This is an optimization exercise on Yosys and OpenROAD, whose aim is small area, not a production implementation. Only simulation tests tie the RTL to the original design; equivalence was not proved.

==> flow/design.v (excerpt) <==
module wb_regfile #(
    parameter int DATA_W = 32,
    parameter int ADDR_W = 5,
    parameter int CNT_W  = 32
) (
    input  logic              clk,
    input  logic              rst,
    input  logic              RegWriteW,
    input  logic              MemtoRegW,
    input  logic [DATA_W-1:0] ReadDataW,
    input  logic [DATA_W-1:0] ALUOutW,
    input  logic [ADDR_W-1:0] WriteRegW,
    input  logic [ADDR_W-1:0] A1,
    input  logic [ADDR_W-1:0] A2,
    output logic [DATA_W-1:0] RD1,
    output logic [DATA_W-1:0] RD2,
    output logic [DATA_W-1:0] ResultW,
    input  logic [ADDR_W-1:0] DbgAddr,
    output logic [DATA_W-1:0] DbgData,
    output logic [CNT_W-1:0]  WbCount
);
    localparam int NREGS = 1 << ADDR_W;
    logic [DATA_W-1:0] regs [1:NREGS-1];    
    logic              live;
    logic              phase;
    logic [NREGS-1:1]  ld;      
    logic [NREGS-1:1]  nwen;    
    logic [DATA_W-1:0] resx;    
    logic              commit;
    for (genvar b = 0; b < DATA_W; b++) begin : g_res
        rf_mux2 u_res (.s(MemtoRegW), .a0(ALUOutW[b]), .a1(ReadDataW[b]), .y(ResultW[b]));
        rf_xorb u_resx (.a(ResultW[b]), .b(phase), .y(resx[b]));
    end
    assign commit  = rst & RegWriteW & (WriteRegW != '0);
    logic [3:0] whi, whd, whn;
    logic [7:0] wlo, wld, wln;
  ...
Size in the first run: ~1000 flip-flops, roughly 250 I/O pins, ~45000 sq um of cells after synthesis.
clock: 10.0 ns
lec_check: 0
cap_margin: 20
core_margin: 2
core_utilization: 40
slew_margin: 20
standard.sh (not shown) runs the stock make flow with config.mk's settings and CLKGATE_MAP_FILE= SYNTH_SCRIPT=/design/flow/synth_recipe.tcl, a recipe that flattens the netlist after the stock synthesis.
==> flow/flow/run.sh <==
#!/bin/bash
# Own layout flow. The RTL describes its read multiplexers, next-state gates,
# decoders, counter and write-back select with small gate modules (rf_*).
# This flow binds each of those modules to the sky130 cell it describes
# (flow/cells.v) before running the standard ORFS flow, which synthesizes
# everything else exactly as usual. The drive buffers that flow/cells.v puts
# behind the ResultW^phase gates are kept through global placement
# (flow/keepbuf.tcl). Port buffers use the smallest buffer, and the clock
# tree is built from clkbuf_8 clusters without dummy loads.
set -euo pipefail
python3 flow/prep.py design.v flow/cells.v mapped.v > prep.log 2>&1
export BUFFER_PORTS_ARGS="-buffer_cell sky130_fd_sc_hd__buf_1"
export CTS_ARGS="-sink_clustering_enable -repair_clock_nets -dont_use_dummy_load -buf_list sky130_fd_sc_hd__clkbuf_8 -sink_clustering_size 14 -sink_clustering_max_diameter 60"
export PRE_GLOBAL_PLACE_TCL=$PWD/flow/keepbuf.tcl
bash standard.sh VERILOG_FILES=$PWD/mapped.v > standard.log 2>&1
==> flow/flow/cells.v <==
module rf_aoi222 (input a1, a2, b1, b2, c1, c2, output y);
    sky130_fd_sc_hd__a222oi_1 u_cell (.A1(a1), .A2(a2), .B1(b1), .B2(b2), .C1(c1), .C2(c2), .Y(y));
endmodule
module rf_aoi22 (input a1, a2, b1, b2, output y);
    sky130_fd_sc_hd__a22oi_1 u_cell (.A1(a1), .A2(a2), .B1(b1), .B2(b2), .Y(y));
endmodule
module rf_nand2 (input a, b, output y);
    sky130_fd_sc_hd__nand2_1 u_cell (.A(a), .B(b), .Y(y));
endmodule
module rf_nand4 (input a, b, c, d, output y);
    sky130_fd_sc_hd__nand4_1 u_cell (.A(a), .B(b), .C(c), .D(d), .Y(y));
endmodule
module rf_ao22 (input a1, a2, b1, b2, output y);
    sky130_fd_sc_hd__a22o_1 u_cell (.A1(a1), .A2(a2), .B1(b1), .B2(b2), .X(y));
endmodule
module rf_and2 (input a, b, output y);
    sky130_fd_sc_hd__and2_4 u_cell (.A(a), .B(b), .X(y));
endmodule
module rf_or2 (input a, b, output y);
    sky130_fd_sc_hd__or2_4 u_cell (.A(a), .B(b), .X(y));
endmodule
module rf_mux2 (input s, a0, a1, output y);
    sky130_fd_sc_hd__mux2_1 u_cell (.S(s), .A0(a0), .A1(a1), .X(y));
endmodule
module rf_nor2 (input a, b, output y);
    sky130_fd_sc_hd__nor2_1 u_cell (.A(a), .B(b), .Y(y));
endmodule
module rf_ha (input a, b, output s, c);
    sky130_fd_sc_hd__ha_1 u_cell (.A(a), .B(b), .SUM(s), .COUT(c));
endmodule
module rf_xor2 (input a, b, output y);
    sky130_fd_sc_hd__xor2_1 u_cell (.A(a), .B(b), .X(y));
endmodule
module rf_oai22 (input a1, a2, b1, b2, output y);
    sky130_fd_sc_hd__o22ai_1 u_cell (.A1(a1), .A2(a2), .B1(b1), .B2(b2), .Y(y));
endmodule
module rf_xorb (input a, b, output y);
    wire x;
    sky130_fd_sc_hd__xor2_1 u_cell (.A(a), .B(b), .X(x));
    sky130_fd_sc_hd__buf_4 u_buf (.A(x), .X(y));
endmodule
Other scripts of this flow, unchanged in this note and not shown: flow/flow/keepbuf.tcl, flow/flow/prep.py
The baseline produced a clean layout.
Rerun with:
--- a/flow/flow/cells.v
+++ b/flow/flow/cells.v
@@ -39,3 +39,3 @@
     sky130_fd_sc_hd__xor2_1 u_cell (.A(a), .B(b), .X(x));
-    sky130_fd_sc_hd__buf_4 u_buf (.A(x), .X(y));
+    sky130_fd_sc_hd__buf_2 u_buf (.A(x), .X(y));
 endmodule
Effect:
- The new run finished clean
- sequential cell count is unchanged
- worst setup slack gets better by 63 ps
- non-clock buffer count goes up by 5

-- separate check: timing with driven ports --
The results above use ideal ports. As a check the final layouts listed here were re-extracted and re-timed, cells and wires unchanged. Step 1, drivers: a clkbuf_16 drives clk and a buf_2 each remaining input, both assumed. Step 2 moves the port delays by t, midway between the first and last clock arrival at a register: inputs arrive t later, outputs are due t later. That takes back most of the time a late clock gives input paths. Three values: ideal, step 1, step 2; two values: the first two.
run	t (ns)	setup WS [ns]	worst setup path at the end	cell pins on the clock port's net
the first run	0.819	1.521 / 1.487 / 0.910	input to register	1
the second run	0.844	1.584 / 1.562 / 0.960	input to register	1
After both steps setup and hold are still met in every run listed. For the second run, which loses most, drivers alone change the setup slack by -0.022 ns; drivers and shift together by -0.624 ns.
